This design comes from an exercise in tuning for small area on the open sky130 flow, not from production work. Only simulation tests tie the RTL to the original design; equivalence was not proved. The clock port is modelled as an ideal driver; clocking choices that lean on that would not hold on a real chip. Power figures rest on the tool's default switching activity, not on a simulated workload.

run 1:
## wb_occf_sink_gen
module wb_occf_sink_gen
#(
  parameter int g_DATA_WIDTH = 128,
  parameter int g_ADDR_WIDTH = 4,
  parameter int g_FIFO_DEPTH = 8,
  parameter int g_STALL_MARGIN = 2,
  parameter int g_MAX_FRAME_WORDS = 1024,
  parameter int g_WITH_FIFO_INFERRED = 1
) (
  input  logic                                          clk_i,
  input  logic                                          rst_i,
  input  logic [g_DATA_WIDTH-1:0]                       snk_dat_i,
  input  logic [g_ADDR_WIDTH-1:0]                       snk_adr_i,
  input  logic [g_DATA_WIDTH/8-1:0]                     snk_sel_i,
  input  logic                                          snk_cyc_i,
  input  logic                                          snk_stb_i,
  input  logic                                          snk_we_i,
  output logic                                          snk_stall_o,
  output logic                                          snk_ack_o,
  output logic                                          snk_err_o,
  output logic                                          snk_rty_o,
  output logic [g_ADDR_WIDTH-1:0]                       addr_o,
  output logic [g_DATA_WIDTH-1:0]                       data_o,
  output logic [g_DATA_WIDTH/8-1:0]                     bytesel_o,
  output logic                                          dvalid_o,
  output logic                                          sof_o,
  output logic                                          eof_o,
  output logic                                          frame_err_o,
  output logic [occf_sink_pkg::f_count_width(g_MAX_FRAME_WORDS)-1:0]   frame_len_o,
  output logic [occf_sink_pkg::f_count_width(g_FIFO_DEPTH)-1:0]        fifo_level_o,
  input  logic                                          dreq_i
);
export LEC_CHECK = 0
export CAP_MARGIN = 10
export CORE_MARGIN = 2
export CORE_UTILIZATION = 75
export PLACE_DENSITY = 0.8
export SLEW_MARGIN = 10
create_clock -name core_clock -period 5.0 [get_ports {clk_i}]
standard.sh (not shown) runs the stock make flow with config.mk's settings and CLKGATE_MAP_FILE= SYNTH_SCRIPT=/design/flow/synth_recipe.tcl, a recipe that flattens the netlist after the stock synthesis.
==> flow/flow/run.sh <==
#!/bin/bash
# The standard ORFS layout with three changes:
#  - synthesis maps logic with an area-oriented ABC script (registers are untouched),
#  - ports get the smallest buffer, sky130_fd_sc_hd__buf_1,
#  - the clock tree uses larger sink clusters and no dummy loads,
#  - after global routing, gates on paths with slack to spare are sized down (RECOVER_POWER).
# ORFS writes each step's full log under orfs/logs; make's output goes to standard.log.
set -o pipefail
bash standard.sh \
  "SYNTH_SCRIPT=$PWD/flow/synth.tcl" \
  "FLOW_ABC_SCRIPT=$PWD/flow/abc_area.script" \
  "BUFFER_PORTS_ARGS=-buffer_cell sky130_fd_sc_hd__buf_1" \
  "CTS_ARGS=-sink_clustering_enable -repair_clock_nets -dont_use_dummy_load -sink_clustering_size 30 -sink_clustering_max_diameter 90 -buf_list {sky130_fd_sc_hd__clkbuf_8 sky130_fd_sc_hd__clkbuf_16}" \
  "RECOVER_POWER=100" \
  finish > standard.log 2>&1
==> flow/flow/abc_area.script <==
&get -n
&st
&syn2
&dch
&nf -a -R 2000 -C 32
&put
topo
==> flow/flow/synth.tcl <==
# The standard flow's synthesis script (synth_recipe.tcl) unchanged, except that ABC maps the logic with the
# area-oriented script flow/abc_area.script instead of ORFS's speed script.
proc synth {args} { yosys synth -nofsm -noshare {*}$args }
proc abc {args} {
  set i [lsearch -exact $args -script]
  if {$i >= 0} { lset args [expr {$i + 1}] $::env(FLOW_ABC_SCRIPT) }
  yosys abc {*}$args
}
source $::env(SCRIPTS_DIR)/synth.tcl
# left out here: clear keep_hierarchy, flatten, clean up, hide names made inside functions, write 1_2_yosys.v
Ran to the end and failed final checks on capacitance limit, slew limit: run 1.
### run 1 -> run 2
Settings: a change of CAP_MARGIN from 10 to 20; a change of CORE_UTILIZATION from 75 to 40; a change of SLEW_MARGIN from 10 to 20; a deleted PLACE_DENSITY that had been 0.8.
==> flow/flow/run.sh <==
#!/bin/bash
# Standard ORFS layout (standard synthesis unchanged) with smaller port buffers and a clock
# tree of small buffers without dummy loads. ORFS writes each step's log under orfs/logs.
set -o pipefail
bash standard.sh \
  "BUFFER_PORTS_ARGS=-buffer_cell sky130_fd_sc_hd__buf_1" \
  "CTS_ARGS=-sink_clustering_enable -repair_clock_nets -dont_use_dummy_load -buf_list {sky130_fd_sc_hd__clkbuf_4 sky130_fd_sc_hd__clkbuf_8}" \
  finish > standard.log 2>&1
removed: flow/flow/abc_area.script
removed: flow/flow/synth.tcl
- Looking at the reports, run 2 completed the entire flow and the layout it produced met the timing, DRC and antenna checks.
- Going from run 1 to run 2, non-clock buffer count level; proportion of power drawn by the clock network increased 7.6 points; total wire length increased by 16% relative to the old numbers.
Setup changes, run 2 to run 3
Settings: swapping 40 for 80 in CORE_UTILIZATION; swapping 20 for 10 in SLEW_MARGIN; putting PLACE_DENSITY at 0.9 where nothing was set; swapping 20 for 10 in CAP_MARGIN.
==> flow/flow/run.sh <==
#!/bin/bash
# The standard ORFS layout with three changes:
#  - synthesis maps logic with an area-oriented ABC script (registers are untouched),
#  - ports get the smallest buffer, sky130_fd_sc_hd__buf_1,
#  - the clock tree uses larger sink clusters of small buffers and no dummy loads.
# ORFS writes each step's full log under orfs/logs; make's output goes to standard.log.
set -o pipefail
bash standard.sh \
  "SYNTH_SCRIPT=$PWD/flow/synth.tcl" \
  "FLOW_ABC_SCRIPT=$PWD/flow/abc_area.script" \
  "BUFFER_PORTS_ARGS=-buffer_cell sky130_fd_sc_hd__buf_1" \
  "CTS_ARGS=-sink_clustering_enable -repair_clock_nets -dont_use_dummy_load -sink_clustering_size 30 -sink_clustering_max_diameter 90 -buf_list {sky130_fd_sc_hd__clkbuf_8 sky130_fd_sc_hd__clkbuf_16}" \
  finish > standard.log 2>&1
==> flow/flow/abc_area.script (new file) <==
&get -n
&st
&syn2
&dch
&nf -a -R 2000 -C 32
&put
topo
==> flow/flow/synth.tcl (new file) <==
# The standard flow's synthesis script (synth_recipe.tcl) unchanged, except that ABC maps the logic with the
# area-oriented script flow/abc_area.script instead of ORFS's speed script.
proc synth {args} { yosys synth -nofsm -noshare {*}$args }
proc abc {args} {
  set i [lsearch -exact $args -script]
  if {$i >= 0} { lset args [expr {$i + 1}] $::env(FLOW_ABC_SCRIPT) }
  yosys abc {*}$args
}
source $::env(SCRIPTS_DIR)/synth.tcl
# left out here: clear keep_hierarchy, flatten, clean up, hide names made inside functions, write 1_2_yosys.v
Taking run 2 as the reference, in run 3 number of pins exceeding their max-slew limit in the final report shows no meaningful change; total power shows a reduction of about 14%; fraction of standard cell area in multi-input logic shows a reduction of 1.6 points; via count shows an increase of about 0.6%; post-place instance area shows a reduction of 2300 um^2.
Max total global routing track utilization across run 2 and run 3: run 3
Run 3 against run 2: clock slew at the register clock pins of the worst setup and hold paths went up by 0.06 ns, initial antenna violation count went up by 3.
### run 3 -> run 4
Settings: PLACE_DENSITY changed from 0.9 to 0.8; CORE_UTILIZATION changed from 80 to 75.
==> flow/flow/run.sh <==
#!/bin/bash
# The standard ORFS layout with these changes:
#  - synthesis maps logic with an area-oriented ABC script (registers are untouched),
#  - ports get the smallest buffer, sky130_fd_sc_hd__buf_1,
#  - the clock tree uses larger sink clusters and no dummy loads,
#  - after CTS, oversized data buffers are sized down (flow/downsize.tcl),
#  - after global routing, gates on paths with slack to spare are sized down (RECOVER_POWER).
# ORFS writes each step's full log under orfs/logs; make's output goes to standard.log.
set -o pipefail
bash standard.sh \
  "SYNTH_SCRIPT=$PWD/flow/synth.tcl" \
  "FLOW_ABC_SCRIPT=$PWD/flow/abc_area.script" \
  "BUFFER_PORTS_ARGS=-buffer_cell sky130_fd_sc_hd__buf_1" \
  "CTS_ARGS=-sink_clustering_enable -repair_clock_nets -dont_use_dummy_load -sink_clustering_size 30 -sink_clustering_max_diameter 90 -buf_list {sky130_fd_sc_hd__clkbuf_8 sky130_fd_sc_hd__clkbuf_16}" \
  "RECOVER_POWER=100" \
  "POST_CTS_TCL=$PWD/flow/downsize.tcl" \
  finish > standard.log 2>&1
==> flow/flow/downsize.tcl (new file) <==
# POST_CTS hook: size down data buffers that placement repair made larger than their
# loads need. A smaller buffer is kept only if no pin's slew or capacitance comes closer than
# 30% to its limit (or than it was before) and setup slack stays above 0.5 ns.
set_propagated_clock [all_clocks]
estimate_parasitics -placement
set sizes {1 2 4 6 8 12 16}
proc ds_ratios {} {
  list [sta::max_slew_check_slack_limit] [sta::max_capacitance_check_slack_limit] [sta::worst_slack -max]
}
lassign [ds_ratios] s0 c0 w0
puts "downsize: before slew ratio $s0 cap ratio $c0 wns $w0"
set smin [expr {min($s0, 0.3)}]
set cmin [expr {min($c0, 0.3)}]
set changed 0
set saved 0.0
foreach inst [get_cells *] {
  set master [get_property $inst ref_name]
  if {![regexp {^sky130_fd_sc_hd__buf_(\d+)$} $master -> n]} continue
  if {$n <= 1} continue
  set name [get_property $inst full_name]
  if {[string match input* $name] || [string match output* $name]} continue
  set best $master
  foreach m $sizes {
    if {$m >= $n} break
    set cand sky130_fd_sc_hd__buf_$m
    replace_cell $inst $cand
    lassign [ds_ratios] s c w
    if {$s >= $smin && $c >= $cmin && $w >= 0.5} { set best $cand; break }
  }
  replace_cell $inst $best
  if {$best ne $master} {
    incr changed
    puts "downsize: $name $master -> $best"
  }
}
lassign [ds_ratios] s1 c1 w1
puts "downsize: $changed buffers; after slew ratio $s1 cap ratio $c1 wns $w1"
Status | run 3 and run 4 | clean except run 4. Ran to the end and failed final checks on capacitance limit, slew limit: run 4. Comparing run 3 and run 4, the higher count of cell instances traversed by the critical path is on run 3. Relative to run 3, layout overhead on the synthesized area decreased by 1.2 points in run 4. Final area ends up lower on run 4. Summary of run 4 over run 3: initial antenna violation count went up by 14; leakage power of the design went down by 1.1%; fmax went down by 58 MHz; global-route usage went down by 5.3 points; buffering overhead went down by 1.0 points. Summary of run 4 over run 3: setup slack fell 0.88 ns, power fell about 1.4%.
The following lists how run 5 was set up differently from run 4:
==> flow/flow/run.sh <==
#!/bin/bash
# The standard ORFS layout with three changes:
#  - synthesis maps logic with an area-oriented ABC script (registers are untouched),
#  - ports get the smallest buffer, sky130_fd_sc_hd__buf_1,
#  - the clock tree uses larger sink clusters of small buffers and no dummy loads.
# ORFS writes each step's full log under orfs/logs; make's output goes to standard.log.
set -o pipefail
bash standard.sh \
  "SYNTH_SCRIPT=$PWD/flow/synth.tcl" \
  "FLOW_ABC_SCRIPT=$PWD/flow/abc_area.script" \
  "BUFFER_PORTS_ARGS=-buffer_cell sky130_fd_sc_hd__buf_1" \
  "CTS_ARGS=-sink_clustering_enable -repair_clock_nets -dont_use_dummy_load -sink_clustering_size 30 -sink_clustering_max_diameter 90 -buf_list {sky130_fd_sc_hd__clkbuf_8 sky130_fd_sc_hd__clkbuf_16}" \
  finish > standard.log 2>&1
==> flow/flow/abc_area.script <==
&get -n
&st
&syn2
&dch
&nf -a -R 1000
&put
topo
removed: flow/flow/downsize.tcl
### Flow results
Run 4 and run 5: one clean run, run 5; the rest did not finish clean.
The clock power of run 5 exceeds that of run 4 by about 1%.
Run 5 vs. run 4: simple-gate portion of the synthesized area now larger; power consumption now sits higher.
Across both runs, first-iteration DRC count was lower for run 5 than for run 4.
In the flow results for run 4 and run 5, the final non-filler cell total is larger on run 5.
Compared with run 4, run 5 shows a lower time the worst path needs with I/O delays and setup.
Run 4 reports its cell type of the slowest stage on the worst timing path as sky130_fd_sc_hd__nor2_1 while run 5 reports sky130_fd_sc_hd__and2_4.
From run 4 to run 5 the numbers moved as follows: utilization +0.87 points, power per cell area went down, routed wire length has decreased.
Relative to run 5, the following input files were edited for run 6:
==> flow/flow/run.sh <==
#!/bin/bash
# The standard ORFS layout with these changes:
#  - synthesis maps logic with an area-oriented ABC script (registers are untouched),
#  - ports get the smallest buffer, sky130_fd_sc_hd__buf_1,
#  - the clock tree uses larger sink clusters and no dummy loads,
#  - after CTS, oversized data buffers and gates are sized down (flow/downsize.tcl).
# ORFS writes each step's full log under orfs/logs; make's output goes to standard.log.
set -o pipefail
bash standard.sh \
  "SYNTH_SCRIPT=$PWD/flow/synth.tcl" \
  "FLOW_ABC_SCRIPT=$PWD/flow/abc_area.script" \
  "BUFFER_PORTS_ARGS=-buffer_cell sky130_fd_sc_hd__buf_1" \
  "CTS_ARGS=-sink_clustering_enable -repair_clock_nets -dont_use_dummy_load -sink_clustering_size 30 -sink_clustering_max_diameter 90 -buf_list {sky130_fd_sc_hd__clkbuf_8 sky130_fd_sc_hd__clkbuf_16}" \
  "POST_CTS_TCL=$PWD/flow/downsize.tcl" \
  finish > standard.log 2>&1
==> flow/flow/abc_area.script <==
&get -n
&st
&syn2
&dch
&nf -a -R 2000 -C 32
&put
topo
==> flow/flow/downsize.tcl (new file) <==
# POST_CTS hook: size down data buffers and gates that repair made larger than their
# loads need. A smaller buffer is kept only if no pin's slew or capacitance comes closer than
# 30% to its limit (or than it was before) and setup slack stays above 0.5 ns.
set_propagated_clock [all_clocks]
estimate_parasitics -placement
set sizes {1 2 4 6 8 12 16}
proc ds_ratios {} {
  list [sta::max_slew_check_slack_limit] [sta::max_capacitance_check_slack_limit] [sta::worst_slack -max]
}
lassign [ds_ratios] s0 c0 w0
puts "downsize: before slew ratio $s0 cap ratio $c0 wns $w0"
set smin [expr {min($s0, 0.3)}]
set cmin [expr {min($c0, 0.3)}]
set changed 0
set saved 0.0
foreach inst [get_cells *] {
  set master [get_property $inst ref_name]
  if {![regexp {^(sky130_fd_sc_hd__[a-z0-9]+)_(\d+)$} $master -> base n]} continue
  if {$n <= 1} continue
  if {[regexp {__(clk|df|edf|sdf|dl|conb|tap|fill|decap|diode)} $base]} continue
  set name [get_property $inst full_name]
  if {[string match input* $name] || [string match output* $name]} continue
  set best $master
  foreach m {0 1 2 4 6 8 12 16} {
    if {$m >= $n} break
    set cand ${base}_$m
    if {[get_lib_cells -quiet */$cand] eq ""} continue
    replace_cell $inst $cand
    lassign [ds_ratios] s c w
    if {$s >= $smin && $c >= $cmin && $w >= 0.5} { set best $cand; break }
  }
  replace_cell $inst $best
  if {$best ne $master} {
    incr changed
    puts "downsize: $name $master -> $best"
  }
}
lassign [ds_ratios] s1 c1 w1
puts "downsize: $changed buffers; after slew ratio $s1 cap ratio $c1 wns $w1"
## What came out
From run 5 to run 6 the numbers moved as follows: final cell count decreased by 0.87% relative to the old numbers; post-synth design cell area now sits lower; routed wire length on met2 moved up; height of the die essentially unchanged.
Every stage of the flow completed for run 6, and the final layout passed the timing, DRC and antenna checks.
As far as flip-flop and latch count goes, run 5 and run 6 are indistinguishable; the numbers are identical.
Run 6 vs run 5 on worst clock skew on the final layout: run 6 is the lower one.
Count of buffer and inverter cells on the critical path for run 6 is higher than for run 5.

==> separate check: timing with driven ports <==
No port has a modelled driver above. Below, the same layouts with a new extraction and two added sets of constraints.
Step 1 assumes that a clkbuf_16 drives the clock port and a buf_2 every other input.
Step 2, shift: input delay + t, output delay - t, t = (earliest + latest rising clock arrival at the registers) / 2. This alone moves slack from input paths to output paths.
Slacks: ideal ports / drivers / drivers and shift; pairs: ideal ports / drivers.
| run | shift t [ns] | setup WS [ns] | clock arrival spread, ns |
|---|---|---|---|
| run 1 | 0.690 | 0.947 / 0.994 / 0.304 | 0.052 / 0.052 |
| run 2 | 0.944 | 1.643 / 1.643 / 1.319 | 0.080 / 0.079 |
| run 3 | 0.680 | 1.503 / 1.503 / 1.184 | 0.065 / 0.065 |
| run 4 | 0.689 | 0.621 / 0.663 / -0.021 | 0.051 / 0.051 |
| run 5 | 0.690 | 1.731 / 1.731 / 1.395 | 0.064 / 0.064 |
| run 6 | 0.689 | 1.022 / 1.068 / 0.380 | 0.051 / 0.051 |
The setup slack of run 1, which loses most, moves by +0.047 ns with the drivers and by -0.643 ns with both steps.
